Context: an optimization exercise on an open-source flow, tuned for small area. The choices shown serve that exercise and are no tape-out recipe. The RTL was checked by simulation tests, not by an equivalence proof against the original design. Power is estimated from default activity; no workload was simulated.

<file path="flow/design.v">
`timescale 1ns/1ps
package pixel_pkg;
	localparam int PIXEL_WIDTH = 8;
	typedef logic [PIXEL_WIDTH-1:0] pixel_t;
	localparam pixel_t PIXEL_MIN = '0;    
	localparam pixel_t PIXEL_MAX = '1;    
	localparam int NARROW_WIDTH = PIXEL_WIDTH + 2;
	localparam int WIDE_WIDTH = PIXEL_WIDTH + 3;
	localparam int NARROW_SAMPLE_MIN = -(2 ** (NARROW_WIDTH - 1));
	localparam int NARROW_SAMPLE_MAX = (2 ** (NARROW_WIDTH - 1)) - 1;
	localparam int WIDE_SAMPLE_MIN = -(2 ** (WIDE_WIDTH - 1));
	localparam int WIDE_SAMPLE_MAX = (2 ** (WIDE_WIDTH - 1)) - 1;
endpackage
`timescale 1ns/1ps
package diag_buffer_pkg;
	localparam int NARROW_LANES = 18;    
	localparam int WIDE_LANES = 9;
	localparam int LANES = NARROW_LANES + WIDE_LANES;
	localparam int WIDE_FIRST_LANE = NARROW_LANES / 2;
	localparam int NARROW_HIGH_FIRST_LANE = WIDE_FIRST_LANE + WIDE_LANES;
	localparam int DELAY_DEPTH = 9;
	localparam int LATENCY = DELAY_DEPTH + 1;
endpackage
`timescale 1ns/1ps
module pixel_saturate #(
	parameter int SAMPLE_WIDTH = pixel_pkg::NARROW_WIDTH,
	parameter int PIXEL_WIDTH = pixel_pkg::PIXEL_WIDTH,
	parameter int GROUP_LANES = diag_buffer_pkg::WIDE_LANES
) (
	input logic clock,
	input logic rst,
	input logic signed [GROUP_LANES-1:0][SAMPLE_WIDTH-1:0] samples,
	output logic [GROUP_LANES-1:0][PIXEL_WIDTH-1:0] pixels_n    
);
	localparam int SIGN_BIT = SAMPLE_WIDTH - 1;
	if (SAMPLE_WIDTH < PIXEL_WIDTH + 2) begin : g_width_check
		$error("pixel_saturate: SAMPLE_WIDTH %0d too narrow for PIXEL_WIDTH %0d",
			SAMPLE_WIDTH, PIXEL_WIDTH);
	end
	logic [GROUP_LANES-1:0] negative;
	logic [GROUP_LANES-1:0] overflow;
	logic [GROUP_LANES-1:0][PIXEL_WIDTH-1:0] clamped;
	always_comb begin
		for (int lane = 0; lane < GROUP_LANES; lane++) begin
			negative[lane] = samples[lane][SIGN_BIT];
			overflow[lane] = |samples[lane][SIGN_BIT-1:PIXEL_WIDTH];
		end
	end
	always_comb begin
		for (int lane = 0; lane < GROUP_LANES; lane++) begin
			if (negative[lane]) begin
				clamped[lane] = '0;
			end else if (overflow[lane]) begin
				clamped[lane] = '1;    
			end else begin
				clamped[lane] = samples[lane][PIXEL_WIDTH-1:0];
			end
		end
	end
	always_ff @(posedge clock) begin
		if (rst) begin
			pixels_n <= '1;
		end else begin
			pixels_n <= ~clamped;
		end
	end
endmodule
`timescale 1ns/1ps
module diagonal_delay_line #(
	parameter int LANES = diag_buffer_pkg::LANES,
	parameter int DEPTH = diag_buffer_pkg::DELAY_DEPTH,
	parameter int PIXEL_WIDTH = pixel_pkg::PIXEL_WIDTH
) (
	input logic clock,
	input logic load_n,    
	input logic keep_n,    
	input logic [LANES-1:0][PIXEL_WIDTH-1:0] pixel_in_n,    
	output logic [LANES-1:0][PIXEL_WIDTH-1:0] pixel_out
);
	if (DEPTH < 1) begin : g_depth_check
		$error("diagonal_delay_line: DEPTH must be at least 1, got %0d", DEPTH);
	end
	if (LANES < 1) begin : g_lane_check
		$error("diagonal_delay_line: LANES must be at least 1, got %0d", LANES);
	end
	localparam int W = LANES * PIXEL_WIDTH;
	logic [DEPTH-1:0][W-1:0] stage;
	logic [DEPTH-1:0] pol;
	always_ff @(posedge clock) begin
		stage[0] <= ~((pixel_in_n | {W{load_n}}) & (stage[0] | {W{keep_n}}));
		for (int s = 1; s < DEPTH; s++) begin
			stage[s] <= ~((stage[s-1] | {W{load_n}}) & (stage[s] | {W{keep_n}}));
		end
	end
	always_ff @(posedge clock) begin
		pol[0] <= ~keep_n & ~pol[0];
		for (int s = 1; s < DEPTH; s++) begin
			pol[s] <= (~load_n & ~pol[s-1]) | (~keep_n & ~pol[s]);
		end
	end
	assign pixel_out = stage[DEPTH-1] ^ {W{pol[DEPTH-1]}};
endmodule
`timescale 1ns/1ps
module diagonal_buffer #(
	parameter int PIXEL_WIDTH = pixel_pkg::PIXEL_WIDTH,
	parameter int NARROW_WIDTH = pixel_pkg::NARROW_WIDTH,
	parameter int WIDE_WIDTH = pixel_pkg::WIDE_WIDTH,
	parameter int NARROW_LANES = diag_buffer_pkg::NARROW_LANES,
	parameter int WIDE_LANES = diag_buffer_pkg::WIDE_LANES,
	parameter int DEPTH = diag_buffer_pkg::DELAY_DEPTH
) (
	input logic clock,
	input logic rst,
	input logic enable,
	input logic signed [NARROW_LANES-1:0][NARROW_WIDTH-1:0] narrow_samples,
	input logic signed [WIDE_LANES-1:0][WIDE_WIDTH-1:0] wide_samples,
	output logic [NARROW_LANES+WIDE_LANES-1:0][PIXEL_WIDTH-1:0] pixels
);
	localparam int LANES = NARROW_LANES + WIDE_LANES;
	localparam int SPLIT = NARROW_LANES / 2;
	logic [NARROW_LANES-1:0][PIXEL_WIDTH-1:0] narrow_pix;
	logic [WIDE_LANES-1:0][PIXEL_WIDTH-1:0] wide_pix;
	logic [LANES-1:0][PIXEL_WIDTH-1:0] ordered;
	pixel_saturate #(
		.SAMPLE_WIDTH(NARROW_WIDTH),
		.PIXEL_WIDTH(PIXEL_WIDTH),
		.GROUP_LANES(NARROW_LANES)
	) narrow_sat (
		.clock(clock),
		.rst(rst),
		.samples(narrow_samples),
		.pixels_n(narrow_pix)
	);
	pixel_saturate #(
		.SAMPLE_WIDTH(WIDE_WIDTH),
		.PIXEL_WIDTH(PIXEL_WIDTH),
		.GROUP_LANES(WIDE_LANES)
	) wide_sat (
		.clock(clock),
		.rst(rst),
		.samples(wide_samples),
		.pixels_n(wide_pix)
	);
	for (genvar lane = 0; lane < LANES; lane++) begin : g_order
		if (lane < SPLIT) begin : g_narrow_low
			assign ordered[lane] = narrow_pix[lane];
		end else if (lane < SPLIT + WIDE_LANES) begin : g_wide
			assign ordered[lane] = wide_pix[lane - SPLIT];
		end else begin : g_narrow_high
			assign ordered[lane] = narrow_pix[lane - WIDE_LANES];    
		end
	end
	logic load_n;
	logic keep_n;
	assign load_n = ~enable | rst;
	assign keep_n = enable | rst;
	diagonal_delay_line #(
		.LANES(LANES),
		.DEPTH(DEPTH),
		.PIXEL_WIDTH(PIXEL_WIDTH)
	) delay (
		.clock(clock),
		.load_n(load_n),
		.keep_n(keep_n),
		.pixel_in_n(ordered),
		.pixel_out(pixels)
	);
endmodule
</file>
<file path="flow/flow/run.sh">
#!/bin/bash
# Standard layout, with the port buffers made from the smallest buffer cell
# and larger clock sink clusters.
set -euo pipefail
bash standard.sh \
  BUFFER_PORTS_ARGS="-buffer_cell sky130_fd_sc_hd__buf_1" \
  CTS_ARGS="-sink_clustering_enable -repair_clock_nets -sink_clustering_size 40 -sink_clustering_max_diameter 60 -dont_use_dummy_load" \
  finish > standard_flow.log 2>&1
</file>
<file path="flow/standard.sh">
#!/bin/bash
# synth_recipe.tcl (not shown) runs the flow's synth.tcl, then flattens the netlist and writes it again
# the make line also repeats each setting of config.mk as NAME=value (left out here)
make -C /OpenROAD-flow-scripts/flow DESIGN_CONFIG=/design/flow/config.mk WORK_HOME=/design/flow/orfs CLKGATE_MAP_FILE= SYNTH_SCRIPT=/design/flow/synth_recipe.tcl "${@:-finish}"
</file>
<file path="flow/config.mk">
export PLATFORM = sky130hd
export DESIGN_NAME = diagonal_buffer
export DESIGN_NICKNAME = diagonal_buffer
export VERILOG_FILES = /design/flow/design.v
export SDC_FILE = /design/flow/constraint.sdc
export NUM_CORES = 4
export LEC_CHECK = 0
export CAP_MARGIN = 20
export CORE_MARGIN = 2
export CORE_UTILIZATION = 40
export SLEW_MARGIN = 20
export SYNTH_HIERARCHICAL = 1
</file>
<file path="flow/constraint.sdc">
create_clock -name core_clock -period 4.0 [get_ports {clock}]
set_input_delay 0.8000 -clock core_clock [delete_from_list [all_inputs] [get_ports {clock}]]
set_output_delay 0.8000 -clock core_clock [all_outputs]
set_load 0.01 [all_outputs]
</file>
==> results.sh, run 1 <==
export IMPL_dieArea_sq_mm=0.1586
export IMPL_cpMaxStageDelayCell="dfxtp_4"
export IMPL_maxSlewViolCount=0
export IMPL_rows=144
export IMPL_final_common_cell="dfxtp_1"
export IMPL_initial_core_util=0.4032
export IMPL_cp_required_ns=3.20
export IMPL_internal_power_mw=30.41
export IMPL_clkPwrFrac=0.292
export IMPL_period_share=0.8659
export IMPL_clock_skew_ns=0.09159
export IMPL_grt_overflow_total=0
export IMPL_grt_first_pass_wirelength_um=190800
export IMPL_setup_viol=0
export IMPL_area_growth_pct=8.752
export IMPL_synth_seq_cells=2169
export IMPL_grtUsageTotal=0.1474
export IMPL_slew_headroom=0.4535
export IMPL_final_seq_area_sq_mm=0.04343
export IMPL_place_ws_ns=1.212
export IMPL_netlist_area_sq_mm=0.06218
export IMPL_wire_per_inst_um=16.74
export IMPL_start_kind="flip-flop"
export IMPL_path_class="flip-flop to output pin"
export IMPL_syn_area_per_cell_sq_um=12.28
export IMPL_tightest_slew_ns=0.8198
export IMPL_critPathMaxStageDelay_ns=0.88
export IMPL_final_cell_mix="dfxtp_1 (2168), o22ai_1 (1952), buf_1 (496)"
export IMPL_synth_nets=5344
export IMPL_die_h_um=398.3
export IMPL_clk_latency_ns=0.77
export IMPL_place_hpwl_um=81000
export IMPL_yosys_warnings=9
export IMPL_synth_distinct_cells=18
export IMPL_cts_tree="built"
export IMPL_wirelength_um=123000
export IMPL_antenna_found_initial=17
export IMPL_dp_cells=7222
export IMPL_numClockSinks=2169
export IMPL_power_leakage_nw=25.40
export IMPL_grt_pass1_vias=33800
export IMPL_dr_first_iter_drc_count=2604
export IMPL_drc=0
export IMPL_htreeDepth=3
export IMPL_firstDrtPassIters=5
export IMPL_max_cap_viol_count=0
export IMPL_cts_buffer_depth=3
export IMPL_dieWidth_um=398.3
export IMPL_comb_power_share=0.083
export IMPL_fin_nets=5582
export IMPL_cts_setup_buffers=0
export IMPL_path_clk_slew_ns=0.11
export IMPL_viasPerCell=5.168
export IMPL_cp_end_kind="output pin"
export IMPL_status="finished clean"
export IMPL_fillers=14480
export IMPL_final_instance_count_excl_fill=7344
export IMPL_switchingPower_mw=9.442
export IMPL_synthesis_instances=5062
export IMPL_synth_top_area_cell="dfxtp_1"
export IMPL_path_buf_inv=2
export IMPL_power_frac_seq=0.625
export IMPL_ctsRootBufferMaster="clkbuf_16"
export IMPL_vias=37950
export IMPL_setup_slack_ns=0.5364
export IMPL_cts_buffers=120
export IMPL_min_delay_path_class="input port to flip-flop"
export IMPL_ctsHoldBuffers=0
export IMPL_ir_worst_vdd_mv=0.3575
export IMPL_grt_max_degree=190
export IMPL_yosys_top_cells_area="dfxtp_1 (70%), o22ai_1 (20%), xor2_1 (3.0%)"
export IMPL_fin_tns_setup_ns=0
export IMPL_ctsResizeCount=0
export IMPL_synth_top_cell_area_share=0.6984
export IMPL_worstPathArrival_ns=2.66
export IMPL_drive_above_1_share=0.04398
export IMPL_netSwitchingFraction=0.2369
export IMPL_layout_min_cycle_time_ns=3.464
export IMPL_worstPathCellList="buf_4 -> xor2_1 -> buf_1"
export IMPL_cp_top_family="flip-flops"
export IMPL_power_density_mw_per_mm2=589.3
export IMPL_ant_nets=0
export IMPL_rsz0062_at_grt="false"
export IMPL_fmax_mhz=288.7
export IMPL_ios=498
export IMPL_synth_seq_area_share=0.6984
export IMPL_multi_input_area_sq_mm=0.01560
export IMPL_crit_path_max_fanout=38
export IMPL_io_buffers=497
export IMPL_place_congestion=0.7971
export IMPL_final_hold_viol_count=0
export IMPL_coreArea_sq_mm=0.1542
-- metrics by stage --
step | hold slack (ns) | area [sq um] | util | power [mW]
global route | 0.1420 | 67610 | 0.4384 | 41.70
CTS | 0.1056 | 67610 | 0.4384 | 40.38
detailed placement | 0.3973 | 64610 | 0.4189 | 28.76
finish | 0.1910 | 67620 | 0.4384 | 39.85
floorplan | 0.3855 | 62180 | - | 27.48
global placement | 0.3950 | 64610 | 0.4189 | 28.60
-- registers in the layout (all words and copies together), names as in the netlist --
| signal | cells |
|---|---|
| wide_sat.pixels_n | 72 |
| delay.stage | 1944 |
| delay.pol | 9 |
| narrow_sat.pixels_n | 144 |
-- layer usage --
metal  global-route usage  vias up  share of wire  routed length [um]
li1                     -    19690              -                   -
met1               0.2436    17450           0.56               68580
met2               0.1855      596           0.37               45500
met3              0.03224      198          0.048                5859
met4              0.03902       18          0.024                2931
met5                    0        -        0.00085                 104
-- power groups by stage --
stage	sequential [mW]	clock (mW)	combinational, mW
2_1_floorplan	25.0	0	2.50
3_3_place_gp	25.4	0	3.23
3_5_place_dp	25.4	0	3.33
4_1_cts	24.9	12.1	3.34
5_1_grt	25.2	12.9	3.66
6_report	24.9	11.6	3.31
-- cells in the mapped netlist (all sizes together) --
cell type / n
o21ai: 216
dfxtp: 2169
clkbuf: 14
buf: 456
or2: 10
xor2: 216
o22ai: 1952
nor2: 28
nand2b: 1
-- kinds of logic after synthesis --
logic type	count (synthesis)	synth area share
buffers and inverters	470	0.05087
XOR/XNOR	216	0.03043
flip-flops	2169	0.6984
AND/OR/NAND/NOR	39	0.006500
AO/OA/AOI/OAI	2168	0.2138
-- cell type report --
| type | instances | area share |
|---|---|---|
| sequential | 2169 | 0.6422 |
| timing repair buffer | 586 | 0.04474 |
| clock buffer | 120 | 0.04441 |
| tap | 2044 | 0.03782 |
| antenna | 2 | 0.00007402 |
| multi-input combinational | 2423 | 0.2307 |
-- path summary, 6_finish.rpt --
check	slack, ns	cells past startpoint	startpoint	endpoint
hold reg to reg	0.34	1	delay.stage[1355]$_DFF_P_	delay.stage[1571]$_DFF_P_
hold / removal	0.19	2	narrow_samples[174]	narrow_sat.pixels_n[140]$_SDFF_PP1_
setup reg to reg	2.50	2	delay.pol[8]$_DFF_P_	delay.pol[8]$_DFF_P_
setup / recovery	0.54	3	delay.pol[8]$_DFF_P_	pixels[143]
==> inputs of run 2 (changes only) <==
==> flow/flow/run.sh (replaced) <==
#!/bin/bash
# Standard layout, with the port buffers made from the smallest buffer cell
# and larger clock sink clusters.
set -euo pipefail
bash standard.sh \
  BUFFER_PORTS_ARGS="-buffer_cell sky130_fd_sc_hd__buf_1" \
  CTS_ARGS="-sink_clustering_enable -repair_clock_nets -sink_clustering_size 50 -sink_clustering_max_diameter 60 -dont_use_dummy_load" \
  finish > standard_flow.log 2>&1
--- a/flow/config.mk
+++ b/flow/config.mk
@@ -8,5 +8,5 @@
 export CAP_MARGIN = 20
 export CORE_MARGIN = 2
-export CORE_UTILIZATION = 40
+export CORE_UTILIZATION = 55
 export SLEW_MARGIN = 20
 export SYNTH_HIERARCHICAL = 1
==> run 2 against run 1 <==
- via count about the same
- die area decreased by 27%
- setup slack improved by 0.037 ns
- critical path type unchanged
==> results.sh, run 2 <==
export IMPL_grt_pass1_vias=34460
export IMPL_place_congestion=0.8577
export IMPL_dieWidth_um=340.2
export IMPL_maxSlewViolCount=0
export IMPL_r2r_end="delay.pol[8]$_DFF_P_"
export IMPL_slew_headroom=0.4131
export IMPL_power_density_mw_per_mm2=603.0
export IMPL_syn_area_per_cell_sq_um=12.28
export IMPL_cpMaxStageDelayCell="dfxtp_4"
export IMPL_worstPathCellList="buf_4 -> xor2_1 -> buf_1"
export IMPL_cp_top_family="flip-flops"
export IMPL_synth_top_family_by_area="compound AO/OA/AOI/OAI gates"
export IMPL_status="finished clean"
export IMPL_cp_end_kind="output pin"
export IMPL_yosys_top_cells_count="dfxtp_1 (2169), o22ai_1 (1952), buf_2 (316)"
export IMPL_synth_distinct_cells=18
export IMPL_htreeDepth=4
export IMPL_grt_overflow_total=0
export IMPL_power_leakage_nw=25.67
export IMPL_final_cell_mix="dfxtp_1 (2168), o22ai_1 (1952), buf_1 (496)"
export IMPL_regMostFlops="delay.stage"
export IMPL_dp_cells=6677
export IMPL_layout_min_cycle_time_ns=3.427
export IMPL_hold_depth=2
export IMPL_internal_power_mw=31.21
export IMPL_r2r_start="delay.pol[8]$_DFF_P_"
export IMPL_r2r_cells=1
export IMPL_tightest_slew_ns=0.8711
export IMPL_netSwitchingFraction=0.2334
export IMPL_clock_skew_ns=0.04668
export IMPL_wire_per_inst_um=17.23
export IMPL_largest_register_ffs=1944
export IMPL_rows=123
export IMPL_fmax_mhz=291.8
export IMPL_cts_setup_buffers=0
export IMPL_grtUsageTotal=0.1962
export IMPL_ant_nets=0
export IMPL_synth_edff_count=0
export IMPL_path_class="flip-flop to output pin"
export IMPL_synth_nets=5344
export IMPL_min_delay_path_class="input port to flip-flop"
export IMPL_comb_power_share=0.082
export IMPL_async_flop_share=0
export IMPL_grt_max_degree=164
export IMPL_die_h_um=340.2
export IMPL_setup_viol=0
export IMPL_numClockSinks=2169
export IMPL_reg2reg_slack_ns=2.84
export IMPL_start_kind="flip-flop"
export IMPL_fin_nets=5598
export IMPL_drive_above_1_share=0.04686
export IMPL_ys_flop_type="dfxtp_1"
export IMPL_yosysMostFrequentCell="dfxtp_1"
export IMPL_area_growth_pct=8.603
export IMPL_io_buffers=497
export IMPL_fin_tns_setup_ns=0
export IMPL_dieArea_sq_mm=0.1158
export IMPL_switchingPower_mw=9.504
export IMPL_drc=0
export IMPL_ir_worst_vdd_mv=0.4223
export IMPL_final_hold_viol_count=0
export IMPL_ctsResizeCount=0
export IMPL_path_buf_inv=2
export IMPL_ctsHoldBuffers=0
export IMPL_crit_path_max_fanout=31
export IMPL_synth_top_area_cell="dfxtp_1"
export IMPL_ctsRootBufferMaster="clkbuf_16"
export IMPL_coreArea_sq_mm=0.1123
export IMPL_synth_xor_area_frac=0.03043
export IMPL_antenna_found_initial=14
export IMPL_path_clk_slew_ns=0.08
export IMPL_yosys_warnings=9
export IMPL_period_share=0.8567
export IMPL_final_common_cell="dfxtp_1"
export IMPL_synth_mux_area_frac=0
export IMPL_synth_compound_area_share=0.2138
export IMPL_firstDrtPassIters=5
export IMPL_clk_latency_ns=0.74
export IMPL_synthesis_instances=5062
export IMPL_dr_first_iter_drc_count=2531
export IMPL_final_instance_count_excl_fill=6819
export IMPL_initial_core_util=0.5534
export IMPL_hp_start="narrow_samples[6]"
export IMPL_ios=498
export IMPL_place_hpwl_um=76020
export IMPL_netlist_area_sq_mm=0.06218
export IMPL_cts_buffers=137
export IMPL_min_to="narrow_sat.pixels_n[6]$_SDFF_PP1_"
export IMPL_wirelength_um=117500
export IMPL_rsz0062_at_grt="false"
export IMPL_clkPwrFrac=0.307
export IMPL_synth_seq_area_share=0.6984
export IMPL_power_frac_seq=0.611
export IMPL_critPathMaxStageDelay_ns=0.84
export IMPL_largestRegisters="delay.stage x1944, narrow_sat.pixels_n x144, wide_sat.pixels_n x72"
export IMPL_max_cap_viol_count=0
export IMPL_cp_required_ns=3.20
export IMPL_worstPathArrival_ns=2.63
export IMPL_synth_top_cell_area_share=0.6984
export IMPL_synth_seq_cells=2169
export IMPL_synth_adder_area_share=0
export IMPL_cts_buffer_depth=3
export IMPL_viasPerCell=5.564
export IMPL_yosys_top_cells_area="dfxtp_1 (70%), o22ai_1 (20%), xor2_1 (3.0%)"
export IMPL_vias=37940
export IMPL_grt_first_pass_wirelength_um=188100
export IMPL_cts_tree="built"
export IMPL_synthSimpleGateAreaFrac=0.006500
==> run 2: cell counts after synthesis <==
Identical to the previous run, type by type.
==> run 2: layer usage <==
metal	up-vias	wire, um	global-route usage
met5	-	86	0
met4	14	2433	0.05608
met3	153	5551	0.03954
met2	612	45290	0.2581
met1	17390	64120	0.3189
li1	19770	-	-
==> run 2: worst max path at each step <==
stage | startpoint | endpoint | slack [ns] | depth (start not counted)
finish | delay.pol[8]$_DFF_P_ | pixels[58] | 0.57 | 3
global route | delay.pol[8]$_DFF_P_ | pixels[58] | 0.39 | 3
CTS | delay.pol[8]$_DFF_P_ | pixels[58] | 0.45 | 3
detailed placement | delay.pol[8]$_DFF_P_ | pixels[58] | 1.26 | 3
global placement | delay.pol[8]$_DFF_P_ | pixels[58] | 1.24 | 3
floorplan | delay.pol[8]$_DFF_P_ | pixels[100] | 2.16 | 4
==> run 2: area by class of cell <==
type                    count  area (sq um)
well taps                1500          1877
clock buffers             137          3428
flip-flops and latches   2169         43430
repair buffers            585          3181
fillers                  9440         44820
diodes                      5         12.51
multi-input cells        2423         15600
==> run 2: kinds of logic (layout without fill, tap and decap cells) <==
group           count (synthesis)  in the layout
compound gates               2168           2168
xor+xnor                      216            216
buf+inv                       470            722
flops                        2169           2169
other cells                     0              5
simple gates                   39             39
==> run 2: power by group through the flow <==
stage                     clock, mW  sequential, mW  combinational (mW)
final                          12.5            24.9                3.34
after global routing           13.7            25.1                3.67
after floorplan                   0            25.0                2.50
after CTS                      12.9            24.9                3.36
after global placement            0            25.3                3.27
after detailed placement          0            25.4                3.36
==> run 2: per-stage QoR <==
step / worst slack, ns / area (sq um) / total power [mW] / hold slack [ns] / utilization
detailed placement: 1.259 / 64090 / 28.74 / 0.4019 / 0.5704
floorplan: 2.162 / 62180 / 27.48 / 0.3855 / -
CTS: 0.4481 / 67510 / 41.16 / 0.1643 / 0.6009
global placement: 1.235 / 64090 / 28.60 / 0.3977 / 0.5704
global route: 0.3917 / 67520 / 42.53 / 0.1734 / 0.6010
finish: 0.5731 / 67530 / 40.72 / 0.2262 / 0.6011
==> inputs of run 3 (changes only) <==
==> flow/flow/run.sh (replaced) <==
#!/bin/bash
# Standard layout, with the port buffers made from the smallest buffer cell
# and larger clock sink clusters.
set -euo pipefail
bash standard.sh \
  BUFFER_PORTS_ARGS="-buffer_cell sky130_fd_sc_hd__buf_1" \
  CTS_ARGS="-sink_clustering_enable -repair_clock_nets -sink_clustering_size 30 -sink_clustering_max_diameter 60 -dont_use_dummy_load" \
  finish > standard_flow.log 2>&1
--- a/flow/config.mk
+++ b/flow/config.mk
@@ -6,7 +6,7 @@
 export NUM_CORES = 4
 export LEC_CHECK = 0
-export CAP_MARGIN = 20
+export CAP_MARGIN = 0
 export CORE_MARGIN = 2
-export CORE_UTILIZATION = 55
-export SLEW_MARGIN = 20
+export CORE_UTILIZATION = 40
+export SLEW_MARGIN = 0
 export SYNTH_HIERARCHICAL = 1
==> run 3 against run 2 <==
- still clean
- clock-buffer cell count down 16
- first-iteration DRC count up 3.9%
- area after synthesis unchanged
- synthesized cell count stayed put
- power shrank 2.0%
- register-to-register slack worse by 0.35 ns
- sequential share of layout area fell by 0.11 points
- setup slack better by 0.0072 ns
- largest cell class unchanged
==> results.sh, run 3 <==
export IMPL_dieArea_sq_mm=0.1586
export IMPL_drive_above_1_share=0.04416
export IMPL_firstDrtPassIters=5
export IMPL_synth_seq_area_share=0.6984
export IMPL_final_hold_viol_count=0
export IMPL_drc=0
export IMPL_fin_nets=5583
export IMPL_path_clk_slew_ns=0.09
export IMPL_grt_max_degree=190
export IMPL_clk_latency_ns=0.73
export IMPL_synth_seq_cells=2169
export IMPL_power_leakage_nw=25.41
export IMPL_slew_headroom=0.4473
export IMPL_fin_tns_setup_ns=0
export IMPL_worstPathCellList="buf_4 -> xor2_1 -> buf_1"
export IMPL_holdWs_ns=0.2241
export IMPL_synth_edff_count=0
export IMPL_ir_worst_vdd_mv=0.3366
export IMPL_min_delay_path_class="input port to flip-flop"
export IMPL_grtUsageTotal=0.1475
export IMPL_path_buf_inv=2
export IMPL_synth_top_area_cell="dfxtp_1"
export IMPL_yosysMostFrequentCell="dfxtp_1"
export IMPL_largest_register_ffs=1944
export IMPL_ios=498
export IMPL_ctsResizeCount=0
export IMPL_maxSlewViolCount=0
export IMPL_max_cap_viol_count=0
export IMPL_path_class="flip-flop to output pin"
export IMPL_start_kind="flip-flop"
export IMPL_status="finished clean"
export IMPL_critPathMaxStageDelay_ns=0.88
export IMPL_ant_nets=0
export IMPL_synth_nets=5344
export IMPL_synth_distinct_cells=18
export IMPL_coreArea_sq_mm=0.1542
export IMPL_final_common_cell="dfxtp_1"
export IMPL_wire_per_inst_um=16.75
export IMPL_grt_pass1_vias=33750
export IMPL_wirelength_um=123000
export IMPL_vias=37880
export IMPL_numClockSinks=2169
export IMPL_area_growth_pct=8.796
export IMPL_yosys_top_cells_area="dfxtp_1 (70%), o22ai_1 (20%), xor2_1 (3.0%)"
export IMPL_period_share=0.8549
export IMPL_clock_skew_ns=0.05465
export IMPL_htreeDepth=3
export IMPL_tightest_slew_ns=0.8290
export IMPL_io_buffers=497
export IMPL_final_cell_mix="dfxtp_1 (2168), o22ai_1 (1952), buf_1 (496)"
export IMPL_rsz0062_at_grt="false"
export IMPL_place_congestion=0.7971
export IMPL_fmax_mhz=292.4
export IMPL_yosys_warnings=9
export IMPL_die_h_um=398.3
export IMPL_netlist_area_sq_mm=0.06218
export IMPL_ys_flop_type="dfxtp_1"
export IMPL_cts_setup_buffers=0
export IMPL_multi_input_area_sq_mm=0.01560
export IMPL_ctsHoldBuffers=0
export IMPL_dr_first_iter_drc_count=2629
export IMPL_cp_required_ns=3.20
export IMPL_synthesis_instances=5062
export IMPL_grt_first_pass_wirelength_um=190800
export IMPL_layout_min_cycle_time_ns=3.420
export IMPL_antenna_found_initial=17
export IMPL_cp_top_family="flip-flops"
export IMPL_setup_viol=0
export IMPL_grt_overflow_total=0
export IMPL_viasPerCell=5.156
export IMPL_cts_buffers=121
export IMPL_place_hpwl_um=81000
export IMPL_cts_buffer_depth=3
export IMPL_synth_top_cell_area_share=0.6984
export IMPL_cp_end_kind="output pin"
export IMPL_regMostFlops="delay.stage"
export IMPL_rows=144
export IMPL_dieWidth_um=398.3
export IMPL_cts_tree="built"
export IMPL_ctsRootBufferMaster="clkbuf_16"
export IMPL_largestRegisters="delay.stage x1944, narrow_sat.pixels_n x144, wide_sat.pixels_n x72"
export IMPL_cpMaxStageDelayCell="dfxtp_4"
export IMPL_final_seq_area_sq_mm=0.04343
export IMPL_syn_area_per_cell_sq_um=12.28
export IMPL_fillers=14480
export IMPL_worstPathArrival_ns=2.62
export IMPL_yosys_top_cells_count="dfxtp_1 (2169), o22ai_1 (1952), buf_2 (316)"
export IMPL_power_density_mw_per_mm2=589.8
export IMPL_crit_path_max_fanout=38
export IMPL_async_flop_share=0
export IMPL_initial_core_util=0.4032
[run 3: path summary, 6_finish.rpt]
path,startpoint,slack [ns],endpoint,cells after the start
max,delay.pol[8]$_DFF_P_,0.58,pixels[138],3
min,narrow_samples[5],0.22,narrow_sat.pixels_n[5]$_SDFF_PP1_,2
max reg2reg,delay.pol[8]$_DFF_P_,2.49,delay.pol[8]$_DFF_P_,2
min reg2reg,wide_sat.pixels_n[6]$_SDFF_PP1_,0.36,delay.stage[78]$_DFF_P_,1
[run 3: cell type report]
type | count | share of cell area
flip-flops and latches | 2169 | 0.6419
multi-input cells | 2423 | 0.2306
clock buffers | 121 | 0.04476
repair buffers | 586 | 0.04472
well taps | 2044 | 0.03781
diodes | 3 | 0.0001110
[run 3: logic make-up (layout without fill, tap and decap cells)]
kind of cell / after synthesis / count (layout) / share of synthesized area
simple gates: 39 / 39 / 0.006500
xor+xnor: 216 / 216 / 0.03043
flops: 2169 / 2169 / 0.6984
other cells: 0 / 3 / 0
buf+inv: 470 / 707 / 0.05087
compound gates: 2168 / 2168 / 0.2138
[run 3: where the power goes]
group	internal [mW]	leakage, nW	switching, mW	total, mW
Sequential	23.7	18.1	1.21	24.9
Combinational	1.43	5.77	1.88	3.31
Clock	5.33	1.49	6.36	11.7
[run 3: routing by layer]
layer  vias up  GRT usage  part of all wire
met2       577     0.1851              0.37
met3       177    0.03048             0.051
met5         -          0           0.00085
met1     17410     0.2440              0.56
li1      19700          -                 -
met4        18    0.04286             0.020
[run 3: stage by stage]
step / cell area [sq um] / cells / setup WS (ns) / utilization / power, mW
2_1_floorplan: 62180 / 5062 / 2.162 / - / 27.48
3_3_place_gp: 64610 / 7222 / 1.261 / 0.4189 / 28.60
3_5_place_dp: 64610 / 7222 / 1.212 / 0.4189 / 28.76
4_1_cts: 67640 / 7343 / 0.4784 / 0.4386 / 40.42
5_1_grt: 67640 / 7343 / 0.4167 / 0.4386 / 41.78
6_report: 67650 / 7346 / 0.5803 / 0.4386 / 39.90
==> inputs of run 4 (changes only) <==
--- a/flow/config.mk
+++ b/flow/config.mk
@@ -6,7 +6,7 @@
 export NUM_CORES = 4
 export LEC_CHECK = 0
-export CAP_MARGIN = 0
+export CAP_MARGIN = 20
 export CORE_MARGIN = 2
 export CORE_UTILIZATION = 40
-export SLEW_MARGIN = 0
+export SLEW_MARGIN = 20
 export SYNTH_HIERARCHICAL = 1
==> run 4 against run 3 <==
- still clean on timing, DRC and antenna
- combinational power is essentially flat
- first-iteration DRC count is the same
- register-to-register slack is essentially flat
- worst hold slack is the same
==> results.sh, run 4 <==
export IMPL_place_congestion=0.7971
export IMPL_slew_headroom=0.4473
export IMPL_coreArea_sq_mm=0.1542
export IMPL_reg2reg_slack_ns=2.49
export IMPL_wl_met3_um=6246
export IMPL_netlist_area_sq_mm=0.06218
export IMPL_ctsResizeCount=0
export IMPL_hp_start="narrow_samples[5]"
export IMPL_regMostFlops="delay.stage"
export IMPL_synth_seq_cells=2169
export IMPL_synth_top_area_cell="dfxtp_1"
export IMPL_yosysMostFrequentCell="dfxtp_1"
export IMPL_cpMaxStageDelayCell="dfxtp_4"
export IMPL_ys_flop_type="dfxtp_1"
export IMPL_viasPerCell=5.156
export IMPL_grtUsageTotal=0.1475
export IMPL_cts_setup_buffers=0
export IMPL_min_delay_path_class="input port to flip-flop"
export IMPL_status="finished clean"
export IMPL_ant_nets=0
export IMPL_cp_required_ns=3.20
export IMPL_grt_overflow_total=0
export IMPL_synth_top_cell_area_share=0.6984
export IMPL_final_cell_mix="dfxtp_1 (2168), o22ai_1 (1952), buf_1 (496)"
export IMPL_cts_buffer_depth=3
export IMPL_synth_distinct_cells=18
export IMPL_route_met2_wl_um=45490
export IMPL_area_growth_pct=8.796
export IMPL_fin_tns_setup_ns=0
export IMPL_vias=37880
export IMPL_firstDrtPassIters=5
export IMPL_crit_path_max_fanout=38
export IMPL_dieWidth_um=398.3
export IMPL_path_class="flip-flop to output pin"
export IMPL_clock_skew_ns=0.05465
export IMPL_setup_viol=0
export IMPL_rows=144
export IMPL_synth_edff_count=0
export IMPL_cp_end_kind="output pin"
export IMPL_place_ws_ns=1.212
export IMPL_ir_worst_vdd_mv=0.3366
export IMPL_grt_max_degree=190
export IMPL_worstPathArrival_ns=2.62
export IMPL_yosys_warnings=9
export IMPL_dr_first_iter_drc_count=2629
export IMPL_yosys_top_cells_area="dfxtp_1 (70%), o22ai_1 (20%), xor2_1 (3.0%)"
export IMPL_place_hpwl_um=81000
export IMPL_final_hold_viol_count=0
export IMPL_path_clk_slew_ns=0.09
export IMPL_antenna_found_initial=17
export IMPL_ios=498
export IMPL_grt_pass1_vias=33750
export IMPL_wire_per_inst_um=16.75
export IMPL_r2r_start="delay.pol[8]$_DFF_P_"
export IMPL_fmax_mhz=292.4
export IMPL_dieArea_sq_mm=0.1586
export IMPL_synthesis_instances=5062
export IMPL_largestRegisters="delay.stage x1944, narrow_sat.pixels_n x144, wide_sat.pixels_n x72"
export IMPL_drive_above_1_share=0.04416
export IMPL_final_common_cell="dfxtp_1"
export IMPL_finalCoreUtilization=0.4386
export IMPL_critPathMaxStageDelay_ns=0.88
export IMPL_die_h_um=398.3
export IMPL_max_cap_viol_count=0
export IMPL_tightest_slew_ns=0.8290
export IMPL_yosys_top_cells_count="dfxtp_1 (2169), o22ai_1 (1952), buf_2 (316)"
export IMPL_numClockSinks=2169
export IMPL_ctsHoldBuffers=0
export IMPL_power_density_mw_per_mm2=589.8
export IMPL_grt_first_pass_wirelength_um=190800
export IMPL_io_buffers=497
export IMPL_synth_nets=5344
export IMPL_critPathLaunch="delay.pol[8]$_DFF_P_"
export IMPL_rsz0062_at_grt="false"
export IMPL_setup_slack_ns=0.5803
export IMPL_drt_met1_wl_um=68700
export IMPL_r2r_end="delay.pol[8]$_DFF_P_"
export IMPL_async_flop_share=0
export IMPL_fillers=14480
export IMPL_clk_latency_ns=0.73
export IMPL_cts_buffers=121
export IMPL_wirelength_um=123000
export IMPL_r2r_cells=2
export IMPL_start_kind="flip-flop"
export IMPL_endpoint="pixels[138]"
export IMPL_design_area_sq_mm=0.06765
export IMPL_fin_nets=5583
export IMPL_p_total_mw=39.90
export IMPL_layout_min_cycle_time_ns=3.420
export IMPL_largest_register_ffs=1944
export IMPL_syn_area_per_cell_sq_um=12.28
export IMPL_ctsRootBufferMaster="clkbuf_16"
export IMPL_worstPathCellList="buf_4 -> xor2_1 -> buf_1"
export IMPL_maxSlewViolCount=0
export IMPL_synth_seq_area_share=0.6984
export IMPL_power_leakage_nw=25.41
export IMPL_drc=0
export IMPL_period_share=0.8549
export IMPL_initial_core_util=0.4032
export IMPL_dpl_instance_area_sq_mm=0.06461
export IMPL_topRoutingLayerUsed="met5"
export IMPL_htreeDepth=3
export IMPL_cts_tree="built"
-- run 4: cell counts in the layout (fill, tap and decap cells not counted) --
No cell type changed its count.
-- run 4: kinds of logic after synthesis --
| family | Yosys count | synth area share |
|---|---|---|
| AND/OR/NAND/NOR | 39 | 0.006500 |
| buffers and inverters | 470 | 0.05087 |
| XOR/XNOR | 216 | 0.03043 |
| AO/OA/AOI/OAI | 2168 | 0.2138 |
| flip-flops | 2169 | 0.6984 |
-- run 4: critical path: cells and delay by family, from the launching register on --
kind | cells | cell delay, ns
XOR/XNOR | 1 | 0.41
flip-flops | 1 | 0.88
buffers and inverters | 2 | 0.57
-- run 4: cell type report --
class,count,area [sq um],area share
Multi-Input combinational cell,2423,15600,0.2306
Tap cell,2044,2557,0.03781
Clock buffer,121,3028,0.04476
Timing Repair Buffer,586,3025,0.04472
Sequential cell,2169,43430,0.6419
Antenna cell,3,7.507,0.0001110
-- run 4: report_power, final --
part	internal (mW)	total, mW	switching (mW)
clock network	5.33	11.7	6.36
registers	23.7	24.9	1.21
logic	1.43	3.31	1.88
-- run 4: how the worst min path moves through the flow --
stage               depth (start not counted)                            endpoint
finish                                      2   narrow_sat.pixels_n[5]$_SDFF_PP1_
global route                                2  narrow_sat.pixels_n[96]$_SDFF_PP1_
CTS                                         2   narrow_sat.pixels_n[1]$_SDFF_PP1_
detailed placement                          1                delay.pol[0]$_DFF_P_
global placement                            1                delay.pol[0]$_DFF_P_
floorplan                                   1                delay.pol[0]$_DFF_P_
-- run 4: per-layer routing --
metal	up-vias	global-route usage
li1	19700	-
met1	17410	0.2440
met2	577	0.1851
met3	177	0.03048
met4	18	0.04286
met5	-	0
-- run 4: stage by stage --
stage / cells / hold WS, ns
global placement: 7222 / 0.3950
global route: 7343 / 0.1820
finish: 7346 / 0.2241
floorplan: 5062 / 0.3855
detailed placement: 7222 / 0.3973
CTS: 7343 / 0.1361
==> inputs of run 5 (changes only) <==
==> flow/flow/run.sh (replaced) <==
#!/bin/bash
# Standard layout, with the port buffers made from the smallest buffer cell
# and larger clock sink clusters.
set -euo pipefail
bash standard.sh \
  BUFFER_PORTS_ARGS="-buffer_cell sky130_fd_sc_hd__buf_1" \
  CTS_ARGS="-sink_clustering_enable -repair_clock_nets -sink_clustering_size 36 -sink_clustering_max_diameter 64 -dont_use_dummy_load" \
  finish > standard_flow.log 2>&1
==> run 5 against run 4 <==
- highest routed layer unchanged
- sequential share of layout area increased by 0.16 points
- clock power down 3%
- via count hardly changed
- combinational power barely moved
- synthesized cell count is the same
- power down 0.87%
- global-route usage shrank 0.060 points
- routed wire length shrank 0.17%
- critical path type unchanged
- setup slack better by 0.017 ns
- non-clock buffer count unchanged
- sequential cell count unchanged
- register-to-register slack about the same
- largest power group unchanged
==> results.sh, run 5 <==
export IMPL_synth_seq_area_share=0.6984
export IMPL_tightest_slew_ns=0.8182
export IMPL_cts_buffer_depth=3
export IMPL_largest_register_ffs=1944
export IMPL_cp_required_ns=3.20
export IMPL_final_hold_viol_count=0
export IMPL_power_frac_seq=0.630
export IMPL_final_common_cell="dfxtp_1"
export IMPL_critPathMaxStageDelay_ns=0.88
export IMPL_layout_min_cycle_time_ns=3.402
export IMPL_ys_flop_type="dfxtp_1"
export IMPL_power_density_mw_per_mm2=586.2
export IMPL_largestRegisters="delay.stage x1944, narrow_sat.pixels_n x144, wide_sat.pixels_n x72"
export IMPL_final_instance_count_excl_fill=7340
export IMPL_syn_area_per_cell_sq_um=12.28
export IMPL_synth_top_cell_area_share=0.6984
export IMPL_area_growth_pct=8.518
export IMPL_clkPwrFrac=0.287
export IMPL_synth_nets=5344
export IMPL_async_flop_share=0
export IMPL_io_buffers=497
export IMPL_setup_viol=0
export IMPL_ctsResizeCount=0
export IMPL_path_class="flip-flop to output pin"
export IMPL_status="finished clean"
export IMPL_netlist_area_sq_mm=0.06218
export IMPL_ios=498
export IMPL_initial_core_util=0.4032
export IMPL_cp_end_kind="output pin"
export IMPL_antenna_found_initial=18
export IMPL_ctsRootBufferMaster="clkbuf_16"
export IMPL_ir_worst_vdd_mv=0.3542
export IMPL_grtUsageTotal=0.1469
export IMPL_cts_setup_buffers=0
export IMPL_final_cell_mix="dfxtp_1 (2168), o22ai_1 (1952), buf_1 (496)"
export IMPL_internal_power_mw=30.16
export IMPL_worstPathCellList="buf_4 -> xor2_1 -> buf_1"
export IMPL_fmax_mhz=293.9
export IMPL_yosys_top_cells_count="dfxtp_1 (2169), o22ai_1 (1952), buf_2 (316)"
export IMPL_dieArea_sq_mm=0.1586
export IMPL_start_kind="flip-flop"
export IMPL_comb_power_share=0.084
export IMPL_fin_tns_setup_ns=0
export IMPL_p_total_mw=39.55
export IMPL_synth_edff_count=0
export IMPL_dp_cells=7222
export IMPL_htreeDepth=3
export IMPL_coreArea_sq_mm=0.1542
export IMPL_fin_nets=5576
export IMPL_finalCoreUtilization=0.4375
export IMPL_synth_top_area_cell="dfxtp_1"
export IMPL_synth_distinct_cells=18
export IMPL_min_delay_path_class="input port to flip-flop"
export IMPL_max_cap_viol_count=0
export IMPL_grt_max_degree=190
export IMPL_ctsHoldBuffers=0
export IMPL_cts_buffers=114
export IMPL_holdWs_ns=0.2170
export IMPL_worstPathArrival_ns=2.60
export IMPL_place_congestion=0.7971
export IMPL_place_ws_ns=1.212
export IMPL_yosys_warnings=9
export IMPL_cts_tree="built"
export IMPL_rows=144
export IMPL_drive_above_1_share=0.04289
export IMPL_clk_latency_ns=0.75
export IMPL_dr_first_iter_drc_count=2537
export IMPL_viasPerCell=5.160
export IMPL_period_share=0.8506
export IMPL_place_hpwl_um=81000
export IMPL_drc=0
export IMPL_numClockSinks=2169
export IMPL_crit_path_max_fanout=38
export IMPL_grt_overflow_total=0
export IMPL_setup_slack_ns=0.5976
export IMPL_clock_skew_ns=0.08106
export IMPL_grt_first_pass_wirelength_um=190200
export IMPL_yosys_top_cells_area="dfxtp_1 (70%), o22ai_1 (20%), xor2_1 (3.0%)"
export IMPL_synthesis_instances=5062
export IMPL_firstDrtPassIters=5
export IMPL_synth_seq_cells=2169
export IMPL_vias=37880
export IMPL_yosysMostFrequentCell="dfxtp_1"
export IMPL_regMostFlops="delay.stage"
export IMPL_netSwitchingFraction=0.2375
export IMPL_die_h_um=398.3
export IMPL_grt_pass1_vias=33660
export IMPL_design_area_sq_mm=0.06747
export IMPL_ant_nets=0
export IMPL_path_clk_slew_ns=0.09
export IMPL_slew_headroom=0.4545
export IMPL_cpMaxStageDelayCell="dfxtp_4"
export IMPL_dieWidth_um=398.3
export IMPL_power_leakage_nw=25.33
export IMPL_dpl_instance_area_sq_mm=0.06461
export IMPL_rsz0062_at_grt="false"
export IMPL_wire_per_inst_um=16.73
export IMPL_maxSlewViolCount=0
export IMPL_switchingPower_mw=9.393
export IMPL_wirelength_um=122800
## run 5: cell count changes in the layout (fill, tap and decap cells not counted), sizes merged
cell | before | now
diode | 3 | 4
clkbuf | 122 | 115
## run 5: worst max-delay path: cells and delay by family, from the launching register on
kind                      cells  cell delay [ns]
xor gates and xnor gates      1             0.42
DFF                           1             0.88
buffers and inverters         2             0.57
## run 5: layout make-up
class,count,area [sq um]
sequential,2169,43430
fill,14490,86750
clock buffer,114,2853
timing repair buffer,586,3025
multi-input combinational,2423,15600
tap,2044,2557
antenna,4,10.01
## run 5: cell families after synthesis
group           synth area share
simple gates            0.006500
buf+inv                  0.05087
compound gates            0.2138
flops                     0.6984
xor+xnor                 0.03043
## run 5: worst paths after layout
check                                     startpoint                                 end  slack (ns)  depth (start not counted)
setup / recovery                delay.pol[8]$_DFF_P_                         pixels[143]        0.60                          3
hold reg to reg   narrow_sat.pixels_n[64]$_SDFF_PP1_             delay.stage[64]$_DFF_P_        0.35                          1
setup reg to reg                delay.pol[8]$_DFF_P_                delay.pol[8]$_DFF_P_        2.50                          2
hold / removal                    narrow_samples[34]  narrow_sat.pixels_n[28]$_SDFF_PP1_        0.22                          2
## run 5: per-layer routing
metal / GRT usage / up-vias / routed length (um)
met5: 0 / - / 106
met4: 0.03679 / 18 / 2643
met3: 0.03216 / 175 / 6359
met2: 0.1846 / 578 / 45380
met1: 0.2438 / 17420 / 68330
li1: - / 19690 / -
## run 5: power groups by stage
stage	Combinational [mW]	Sequential, mW	Clock, mW
floorplan	2.50	25.0	0
global placement	3.23	25.4	0
detailed placement	3.33	25.4	0
CTS	3.34	24.9	11.8
global route	3.66	25.2	12.6
finish	3.31	24.9	11.3
==> inputs of run 6 (changes only) <==
==> flow/flow/run.sh (replaced) <==
#!/bin/bash
# Standard layout, with the port buffers made from the smallest buffer cell
# and larger clock sink clusters.
set -euo pipefail
bash standard.sh \
  BUFFER_PORTS_ARGS="-buffer_cell sky130_fd_sc_hd__buf_1" \
  CTS_ARGS="-sink_clustering_enable -repair_clock_nets -sink_clustering_size 20 -sink_clustering_max_diameter 45 -buf_list sky130_fd_sc_hd__clkbuf_8 -root_buf sky130_fd_sc_hd__clkbuf_16 -tree_buf sky130_fd_sc_hd__clkbuf_16 -sink_clustering_buffer sky130_fd_sc_hd__clkbuf_8 -dont_use_dummy_load" \
  finish > standard_flow.log 2>&1
==> run 6 against run 5 <==
- worst hold slack worse by 0.054 ns
- still clean on timing, DRC and antenna
- global-route usage rose by 0.25 points
- sequential power hardly changed
- largest cell class unchanged
==> results.sh, run 6 <==
export IMPL_htreeDepth=4
export IMPL_clock_skew_ns=0.1089
export IMPL_place_hpwl_um=81000
export IMPL_setup_viol=0
export IMPL_cp_required_ns=3.20
export IMPL_netlist_area_sq_mm=0.06218
export IMPL_p_total_mw=39.12
export IMPL_synth_nets=5344
export IMPL_ys_flop_type="dfxtp_1"
export IMPL_fin_nets=5646
export IMPL_synth_seq_area_share=0.6984
export IMPL_largestRegisters="delay.stage x1944, narrow_sat.pixels_n x144, wide_sat.pixels_n x72"
export IMPL_rows=144
export IMPL_r2r_cells=2
export IMPL_tightest_slew_ns=0.8324
export IMPL_ctsRootBufferMaster="clkbuf_16"
export IMPL_r2r_end="delay.pol[8]$_DFF_P_"
export IMPL_max_cap_viol_count=0
export IMPL_regMostFlops="delay.stage"
export IMPL_slew_headroom=0.4451
export IMPL_period_share=0.8635
export IMPL_clk_latency_ns=0.79
export IMPL_wire_per_inst_um=16.71
export IMPL_endpoint="pixels[138]"
export IMPL_worstPathArrival_ns=2.65
export IMPL_path_class="flip-flop to output pin"
export IMPL_initial_core_util=0.4032
export IMPL_critPathLaunch="delay.pol[8]$_DFF_P_"
export IMPL_yosys_top_cells_area="dfxtp_1 (70%), o22ai_1 (20%), xor2_1 (3.0%)"
export IMPL_cts_tree="built"
export IMPL_place_congestion=0.7971
export IMPL_yosys_top_cells_count="dfxtp_1 (2169), o22ai_1 (1952), buf_2 (316)"
export IMPL_final_hold_viol_count=0
export IMPL_coreArea_sq_mm=0.1542
export IMPL_rsz0062_at_grt="false"
export IMPL_dr_first_iter_drc_count=2500
export IMPL_fin_tns_setup_ns=0
export IMPL_cp_end_kind="output pin"
export IMPL_cp_depth=3
export IMPL_grt_max_degree=190
export IMPL_min_delay_path_class="input port to flip-flop"
export IMPL_fillers=14540
export IMPL_crit_path_max_fanout=38
export IMPL_reg2reg_slack_ns=2.49
export IMPL_final_cell_mix="dfxtp_1 (2168), o22ai_1 (1952), buf_1 (496)"
export IMPL_synth_top_cell_area_share=0.6984
export IMPL_power_leakage_nw=25.33
export IMPL_status="finished clean"
export IMPL_async_flop_share=0
export IMPL_path_clk_slew_ns=0.11
export IMPL_cpMaxStageDelayCell="dfxtp_4"
export IMPL_yosys_warnings=9
export IMPL_cts_buffer_depth=3
export IMPL_synth_seq_cells=2169
export IMPL_yosysMostFrequentCell="dfxtp_1"
export IMPL_vias=38280
export IMPL_start_kind="flip-flop"
export IMPL_dieArea_sq_mm=0.1586
export IMPL_wirelength_um=123900
export IMPL_ios=498
export IMPL_synth_distinct_cells=18
export IMPL_drive_above_1_share=0.05539
export IMPL_maxSlewViolCount=0
export IMPL_grt_first_pass_wirelength_um=192000
export IMPL_worstPathCellList="buf_4 -> xor2_1 -> buf_1"
export IMPL_viasPerCell=5.165
export IMPL_cp_top_family="flip-flops"
export IMPL_ctsResizeCount=0
export IMPL_firstDrtPassIters=5
export IMPL_cts_setup_buffers=0
export IMPL_ant_nets=0
export IMPL_io_buffers=497
export IMPL_dieWidth_um=398.3
export IMPL_grt_pass1_vias=34360
export IMPL_area_growth_pct=8.315
export IMPL_grt_overflow_total=0
export IMPL_drc=0
export IMPL_layout_min_cycle_time_ns=3.454
export IMPL_critPathMaxStageDelay_ns=0.89
export IMPL_power_density_mw_per_mm2=580.8
export IMPL_syn_area_per_cell_sq_um=12.28
export IMPL_antenna_found_initial=19
export IMPL_path_buf_inv=2
export IMPL_numClockSinks=2169
export IMPL_ctsHoldBuffers=0
export IMPL_synth_top_area_cell="dfxtp_1"
export IMPL_synthesis_instances=5062
export IMPL_ir_worst_vdd_mv=0.4027
export IMPL_die_h_um=398.3
export IMPL_fmax_mhz=289.5
export IMPL_cts_buffers=184
export IMPL_synth_edff_count=0
export IMPL_largest_register_ffs=1944
export IMPL_final_common_cell="dfxtp_1"
export IMPL_grtUsageTotal=0.1494
export IMPL_r2r_start="delay.pol[8]$_DFF_P_"
==> run 6: cell counts after synthesis <==
Identical to the previous run, type by type.
==> run 6: worst min-delay path by stage <==
stage	start	end	depth (start not counted)
2_1_floorplan	delay.pol[0]$_DFF_P_	delay.pol[0]$_DFF_P_	1
6_report	narrow_samples[136]	narrow_sat.pixels_n[110]$_SDFF_PP1_	2
4_1_cts	narrow_samples[136]	narrow_sat.pixels_n[110]$_SDFF_PP1_	2
3_3_place_gp	delay.pol[0]$_DFF_P_	delay.pol[0]$_DFF_P_	1
5_1_grt	narrow_samples[136]	narrow_sat.pixels_n[110]$_SDFF_PP1_	2
3_5_place_dp	delay.pol[0]$_DFF_P_	delay.pol[0]$_DFF_P_	1
==> run 6: layout make-up <==
cell class | count | area [sq um] | share of cell area
diodes | 5 | 12.51 | 0.0001858
clock buffers | 184 | 2724 | 0.04045
multi-input cells | 2423 | 15600 | 0.2317
flip-flops and latches | 2169 | 43430 | 0.6448
well taps | 2044 | 2557 | 0.03797
repair buffers | 586 | 3025 | 0.04492
==> run 6: logic make-up (layout without fill, tap and decap cells) <==
kind of cell | Yosys count | in the layout | synth area share
other | 0 | 5 | 0
AO/OA/AOI/OAI | 2168 | 2168 | 0.2138
flip-flops | 2169 | 2169 | 0.6984
buffers and inverters | 470 | 770 | 0.05087
XOR/XNOR | 216 | 216 | 0.03043
AND/OR/NAND/NOR | 39 | 39 | 0.006500
==> run 6: per-layer routing <==
metal	global-route usage	vias up	wire length (um)	share of wire
met5	0	-	97	0.00078
met4	0.04569	18	2973	0.024
met3	0.04009	228	7013	0.057
met2	0.1849	679	45120	0.36
met1	0.2424	17550	68650	0.55
li1	-	19800	-	-
==> run 6: power by group <==
group | switching, mW | internal (mW)
clock | 6.41 | 4.49
combinational | 1.88 | 1.43
sequential | 1.21 | 23.7
total | 9.51 | 29.6
==> run 6: stage by stage <==
stage	setup slack (ns)	instances	cell area [sq um]	hold WS, ns	util
floorplan	2.162	5062	62180	0.3855	-
global placement	1.261	7222	64610	0.3950	0.4189
detailed placement	1.212	7222	64610	0.3973	0.4189
CTS	0.4511	7406	67330	0.08525	0.4366
global route	0.3952	7407	67340	0.1033	0.4366
finish	0.5459	7411	67350	0.1632	0.4367
==> inputs of run 7 (changes only) <==
==> flow/flow/run.sh (replaced) <==
#!/bin/bash
# Standard layout, with the port buffers made from the smallest buffer cell
# and larger clock sink clusters.
set -euo pipefail
bash standard.sh \
  BUFFER_PORTS_ARGS="-buffer_cell sky130_fd_sc_hd__buf_1" \
  CTS_ARGS="-sink_clustering_enable -repair_clock_nets -sink_clustering_size 12 -sink_clustering_max_diameter 30 -buf_list sky130_fd_sc_hd__clkbuf_4 -root_buf sky130_fd_sc_hd__clkbuf_16 -tree_buf sky130_fd_sc_hd__clkbuf_8 -sink_clustering_buffer sky130_fd_sc_hd__clkbuf_4 -dont_use_dummy_load" \
  finish > standard_flow.log 2>&1
==> run 7 against run 6 <==
- final area up 1.3%
- non-clock buffer count did not move
- die area stayed put
- critical path type unchanged
- highest routed layer unchanged
==> results.sh, run 7 <==
export IMPL_place_ws_ns=1.212
export IMPL_place_congestion=0.7971
export IMPL_tightest_slew_ns=0.8203
export IMPL_ios=498
export IMPL_final_cell_mix="dfxtp_1 (2168), o22ai_1 (1952), buf_1 (496)"
export IMPL_viasPerCell=5.163
export IMPL_synth_top_area_cell="dfxtp_1"
export IMPL_place_hpwl_um=81000
export IMPL_reg2reg_slack_ns=2.51
export IMPL_firstDrtPassIters=5
export IMPL_final_instance_count_excl_fill=7615
export IMPL_netlist_area_sq_mm=0.06218
export IMPL_grt_first_pass_wirelength_um=195700
export IMPL_grt_pass1_vias=36190
export IMPL_die_h_um=398.3
export IMPL_antenna_found_initial=21
export IMPL_initial_core_util=0.4032
export IMPL_synthesis_instances=5062
export IMPL_synth_edff_count=0
export IMPL_rsz0062_at_grt="false"
export IMPL_synth_nets=5344
export IMPL_yosys_warnings=9
export IMPL_path_buf_inv=2
export IMPL_setup_slack_ns=0.5692
export IMPL_dp_cells=7222
export IMPL_ir_worst_vdd_mv=0.3394
export IMPL_grt_max_degree=190
export IMPL_dieArea_sq_mm=0.1586
export IMPL_htreeDepth=5
export IMPL_synth_seq_cells=2169
export IMPL_critPathMaxStageDelay_ns=0.87
export IMPL_cp_end_kind="output pin"
export IMPL_clk_latency_ns=0.84
export IMPL_start_kind="flip-flop"
export IMPL_period_share=0.8577
export IMPL_syn_area_per_cell_sq_um=12.28
export IMPL_synth_seq_area_share=0.6984
export IMPL_maxSlewViolCount=0
export IMPL_ys_flop_type="dfxtp_1"
export IMPL_layout_min_cycle_time_ns=3.431
export IMPL_grtUsageTotal=0.1522
export IMPL_cp_required_ns=3.20
export IMPL_p_total_mw=40.79
export IMPL_vias=39320
export IMPL_final_hold_viol_count=0
export IMPL_wirelength_um=125200
export IMPL_dr_first_iter_drc_count=2409
export IMPL_dpl_instance_area_sq_mm=0.06461
export IMPL_slew_headroom=0.4532
export IMPL_largestRegisters="delay.stage x1944, narrow_sat.pixels_n x144, wide_sat.pixels_n x72"
export IMPL_power_leakage_nw=26.01
export IMPL_cp_depth=3
export IMPL_numClockSinks=2169
export IMPL_drive_above_1_share=0.09017
export IMPL_yosys_top_cells_count="dfxtp_1 (2169), o22ai_1 (1952), buf_2 (316)"
export IMPL_fmax_mhz=291.5
export IMPL_min_to="narrow_sat.pixels_n[2]$_SDFF_PP1_"
export IMPL_final_seq_area_sq_mm=0.04343
export IMPL_yosys_top_cells_area="dfxtp_1 (70%), o22ai_1 (20%), xor2_1 (3.0%)"
export IMPL_async_flop_share=0
export IMPL_crit_path_max_fanout=38
export IMPL_power_density_mw_per_mm2=597.9
export IMPL_cts_setup_buffers=0
export IMPL_ctsHoldBuffers=0
export IMPL_area_growth_pct=9.718
export IMPL_r2r_end="delay.pol[8]$_DFF_P_"
export IMPL_design_area_sq_mm=0.06822
export IMPL_hp_start="narrow_samples[2]"
export IMPL_ant_nets=0
export IMPL_grt_overflow_total=0
export IMPL_setup_viol=0
export IMPL_fin_tns_setup_ns=0
export IMPL_hold_depth=2
export IMPL_cp_top_family="flip-flops"
export IMPL_worstPathCellList="buf_4 -> xor2_1 -> buf_1"
export IMPL_cts_buffers=389
export IMPL_rows=144
export IMPL_multi_input_area_sq_mm=0.01560
export IMPL_max_cap_viol_count=0
export IMPL_path_clk_slew_ns=0.11
export IMPL_coreArea_sq_mm=0.1542
export IMPL_fin_nets=5851
export IMPL_r2r_cells=2
export IMPL_ctsResizeCount=0
export IMPL_worstPathArrival_ns=2.63
export IMPL_dieWidth_um=398.3
export IMPL_largest_register_ffs=1944
export IMPL_clock_skew_ns=0.07375
export IMPL_cts_tree="built"
export IMPL_ctsRootBufferMaster="clkbuf_16"
export IMPL_drc=0
export IMPL_status="finished clean"
export IMPL_cts_buffer_depth=4
export IMPL_final_common_cell="dfxtp_1"
export IMPL_wire_per_inst_um=16.44
export IMPL_path_class="flip-flop to output pin"
export IMPL_r2r_start="delay.pol[8]$_DFF_P_"
export IMPL_min_delay_path_class="input port to flip-flop"
export IMPL_synth_top_cell_area_share=0.6984
export IMPL_fillers=14570
export IMPL_regMostFlops="delay.stage"
export IMPL_yosysMostFrequentCell="dfxtp_1"
export IMPL_cpMaxStageDelayCell="dfxtp_4"
export IMPL_io_buffers=497
export IMPL_synth_distinct_cells=18
## run 7: worst max-delay path by stage
stage	startpoint	end	slack, ns
floorplan	delay.pol[8]$_DFF_P_	pixels[100]	2.16
global placement	enable	delay.stage[1200]$_DFF_P_	1.26
detailed placement	enable	delay.stage[1622]$_DFF_P_	1.21
CTS	delay.pol[8]$_DFF_P_	pixels[138]	0.43
global route	delay.pol[8]$_DFF_P_	pixels[138]	0.37
finish	delay.pol[8]$_DFF_P_	pixels[138]	0.57
## run 7: cell type report
class / count / share of cell area
antenna: 4 / 0.0001467
multi-input combinational: 2423 / 0.2287
tap: 2044 / 0.03749
timing repair buffer: 586 / 0.04435
sequential: 2169 / 0.6366
clock buffer: 389 / 0.05275
## run 7: cells by family (layout without fill, tap and decap cells)
kind of cell / after synthesis / in the layout / synth area share
xor+xnor: 216 / 216 / 0.03043
simple gates: 39 / 39 / 0.006500
buf+inv: 470 / 975 / 0.05087
other cells: 0 / 4 / 0
flops: 2169 / 2169 / 0.6984
compound gates: 2168 / 2168 / 0.2138
## run 7: per-stage QoR
step	utilization	hold slack (ns)
floorplan	-	0.3855
global placement	0.4189	0.3950
detailed placement	0.4189	0.3973
CTS	0.4423	0.05261
global route	0.4423	0.07776
finish	0.4423	0.1508
## run 7: where the power goes
group / internal, mW / switching (mW) / total, mW
clock: 5.75 / 6.82 / 12.6
combinational: 1.43 / 1.88 / 3.31
sequential: 23.7 / 1.21 / 24.9
total: 30.9 / 9.91 / 40.8
## run 7: layer usage
metal / global-route usage / up-vias / part of all wire
met5: 0 / - / 0.00097
met4: 0.05384 / 20 / 0.020
met3: 0.05056 / 218 / 0.065
met2: 0.1868 / 852 / 0.37
met1: 0.2392 / 17880 / 0.54
li1: - / 20350 / -
==> inputs of run 8 (changes only) <==
==> flow/flow/run.sh (replaced) <==
#!/bin/bash
# Standard layout, with the port buffers made from the smallest buffer cell
# and larger clock sink clusters.
set -euo pipefail
bash standard.sh \
  BUFFER_PORTS_ARGS="-buffer_cell sky130_fd_sc_hd__buf_1" \
  CTS_ARGS="-sink_clustering_enable -repair_clock_nets -sink_clustering_size 22 -sink_clustering_max_diameter 45 -buf_list sky130_fd_sc_hd__clkbuf_8 -root_buf sky130_fd_sc_hd__clkbuf_16 -tree_buf sky130_fd_sc_hd__clkbuf_8 -sink_clustering_buffer sky130_fd_sc_hd__clkbuf_8 -dont_use_dummy_load" \
  finish > standard_flow.log 2>&1
==> run 8 against run 7 <==
- sequential power about the same
- final cell count down 2.7%
- power down 5.3%
- clock-buffer cell count down 206
- setup slack better by 0.028 ns
- die area unchanged
- worst hold slack better by 0.010 ns
- register-to-register slack worse by 0.02 ns
- area after synthesis unchanged
- clock power down 17%
- final area down 1.6%
- first-iteration DRC count up 4.1%
==> results.sh, run 8 <==
export IMPL_place_congestion=0.7971
export IMPL_final_cell_mix="dfxtp_1 (2168), o22ai_1 (1952), buf_1 (496)"
export IMPL_final_hold_viol_count=0
export IMPL_clock_skew_ns=0.1358
export IMPL_place_hpwl_um=81000
export IMPL_min_delay_path_class="input port to flip-flop"
export IMPL_tightest_slew_ns=0.8356
export IMPL_yosys_top_cells_area="dfxtp_1 (70%), o22ai_1 (20%), xor2_1 (3.0%)"
export IMPL_htreeDepth=4
export IMPL_ctsHoldBuffers=0
export IMPL_fillers=14580
export IMPL_power_leakage_nw=25.24
export IMPL_synth_top_area_cell="dfxtp_1"
export IMPL_grt_first_pass_wirelength_um=191800
export IMPL_critPathLaunch="delay.pol[8]$_DFF_P_"
export IMPL_ctsResizeCount=0
export IMPL_min_to="narrow_sat.pixels_n[110]$_SDFF_PP1_"
export IMPL_layout_min_cycle_time_ns=3.402
export IMPL_r2r_cells=2
export IMPL_numClockSinks=2169
export IMPL_wire_per_inst_um=16.70
export IMPL_path_class="flip-flop to output pin"
export IMPL_syn_area_per_cell_sq_um=12.28
export IMPL_worstPathArrival_ns=2.60
export IMPL_hold_depth=2
export IMPL_crit_path_max_fanout=38
export IMPL_grtUsageTotal=0.1492
export IMPL_cp_required_ns=3.20
export IMPL_status="finished clean"
export IMPL_initial_core_util=0.4032
export IMPL_reg2reg_slack_ns=2.49
export IMPL_dr_first_iter_drc_count=2507
export IMPL_drive_above_1_share=0.05521
export IMPL_yosys_warnings=9
export IMPL_async_flop_share=0
export IMPL_maxSlewViolCount=0
export IMPL_path_clk_slew_ns=0.12
export IMPL_multi_input_area_sq_mm=0.01560
export IMPL_dieArea_sq_mm=0.1586
export IMPL_viasPerCell=5.160
export IMPL_synthesis_instances=5062
export IMPL_rows=144
export IMPL_wirelength_um=123700
export IMPL_start_kind="flip-flop"
export IMPL_cts_tree="built"
export IMPL_largestRegisters="delay.stage x1944, narrow_sat.pixels_n x144, wide_sat.pixels_n x72"
export IMPL_clk_latency_ns=0.79
export IMPL_yosys_top_cells_count="dfxtp_1 (2169), o22ai_1 (1952), buf_2 (316)"
export IMPL_r2r_end="delay.pol[8]$_DFF_P_"
export IMPL_slew_headroom=0.4429
export IMPL_ys_flop_type="dfxtp_1"
export IMPL_grt_pass1_vias=34300
export IMPL_regMostFlops="delay.stage"
export IMPL_fin_tns_setup_ns=0
export IMPL_synth_top_cell_area_share=0.6984
export IMPL_cp_end_kind="output pin"
export IMPL_drc=0
export IMPL_ios=498
export IMPL_ctsRootBufferMaster="clkbuf_16"
export IMPL_synth_nets=5344
export IMPL_hp_start="narrow_samples[136]"
export IMPL_max_cap_viol_count=0
export IMPL_synth_distinct_cells=18
export IMPL_synth_seq_cells=2169
export IMPL_final_common_cell="dfxtp_1"
export IMPL_synth_edff_count=0
export IMPL_final_instance_count_excl_fill=7409
export IMPL_netlist_area_sq_mm=0.06218
export IMPL_largest_register_ffs=1944
export IMPL_antenna_found_initial=18
export IMPL_rsz0062_at_grt="false"
export IMPL_coreArea_sq_mm=0.1542
export IMPL_cts_buffers=183
export IMPL_ir_worst_vdd_mv=0.3183
export IMPL_fmax_mhz=293.9
export IMPL_fin_nets=5645
export IMPL_setup_viol=0
export IMPL_io_buffers=497
export IMPL_grt_max_degree=190
export IMPL_ant_nets=0
export IMPL_final_seq_area_sq_mm=0.04343
export IMPL_grt_overflow_total=0
export IMPL_cts_setup_buffers=0
export IMPL_yosysMostFrequentCell="dfxtp_1"
export IMPL_period_share=0.8506
export IMPL_firstDrtPassIters=5
export IMPL_synth_seq_area_share=0.6984
export IMPL_power_density_mw_per_mm2=575.5
export IMPL_cts_buffer_depth=3
export IMPL_die_h_um=398.3
export IMPL_area_growth_pct=7.999
export IMPL_dp_cells=7222
export IMPL_vias=38230
export IMPL_r2r_start="delay.pol[8]$_DFF_P_"
export IMPL_dieWidth_um=398.3
## run 8: cell counts after synthesis
No cell type changed its count.
## run 8: how the worst max path moves through the flow
stage,cells past startpoint,slack (ns),end
2_1_floorplan,4,2.16,pixels[100]
3_3_place_gp,4,1.26,delay.stage[1200]$_DFF_P_
3_5_place_dp,4,1.21,delay.stage[1622]$_DFF_P_
4_1_cts,3,0.45,pixels[138]
5_1_grt,3,0.41,pixels[138]
6_report,3,0.60,pixels[138]
## run 8: through the flow
step             util  setup WS (ns)  power, mW  cell area, sq um  hold WS, ns
3_3_place_gp   0.4189          1.261      28.60             64610       0.3950
2_1_floorplan       -          2.162      27.48             62180       0.3855
5_1_grt        0.4354         0.4072      40.55             67140      0.09299
6_report       0.4354         0.5977      38.64             67150       0.1611
4_1_cts        0.4353         0.4474      39.21             67140      0.05627
3_5_place_dp   0.4189          1.212      28.76             64610       0.3973
## run 8: critical path: stages, from the launching register on
cell and delay [ns]:
dfxtp_4 0.89, buf_4 0.37, xor2_1 0.40, buf_1 0.20
## run 8: layout make-up
cell class                      count  area share
Sequential cell                  2169      0.6467
Clock buffer                      183     0.03768
Antenna cell                        4   0.0001491
Multi-Input combinational cell   2423      0.2324
Timing Repair Buffer              586     0.04505
Tap cell                         2044     0.03809
## run 8: layer usage
metal,track usage,part of all wire,vias up
li1,-,-,19800
met1,0.2425,0.55,17490
met2,0.1849,0.37,696
met3,0.03792,0.057,229
met4,0.04751,0.024,16
met5,0,0.00078,-
## run 8: power by group
part | internal [mW] | total, mW | switching (mW)
combinational | 1.43 | 3.31 | 1.88
sequential | 23.7 | 24.9 | 1.21
clock | 4.09 | 10.4 | 6.34
total | 29.2 | 38.6 | 9.43
## run 8: cell families (layout without fill, tap and decap cells)
family | after synthesis | in the layout | share of synthesized area
AOI/OAI and AO/OA | 2168 | 2168 | 0.2138
xor gates and xnor gates | 216 | 216 | 0.03043
buffers and inverters | 470 | 769 | 0.05087
DFF | 2169 | 2169 | 0.6984
other | 0 | 4 | 0
and+or+nand+nor | 39 | 39 | 0.006500

port drivers added, routing unchanged:
The results above use ideal ports. As a check the final layouts listed here were re-extracted and re-timed, cells and wires unchanged.
Step 1 sets driving cells, clkbuf_16 on the clock port and buf_2 on the other inputs (assumed; they add their load-dependent delay and slew).
Step 2 also shifts input and output timing later by t, the mid clock arrival at the registers, as if the neighbouring blocks saw the same clock.
Slacks: no drivers / after step 1 / after step 2; pairs: no drivers / after step 1.
run | shift t [ns] | slack for setup (ns)
run 1 | 0.792 | 0.536 / 0.467 / 1.056
run 2 | 0.788 | 0.573 / 0.495 / 1.284
run 3 | 0.781 | 0.580 / 0.510 / 1.083
run 4 | 0.781 | 0.580 / 0.510 / 1.083
run 5 | 0.780 | 0.598 / 0.528 / 1.036
run 6 | 0.805 | 0.546 / 0.476 / 1.119
run 7 | 0.854 | 0.569 / 0.499 / 1.091
run 8 | 0.791 | 0.598 / 0.528 / 1.115
After both steps setup and hold are still met in every run listed.
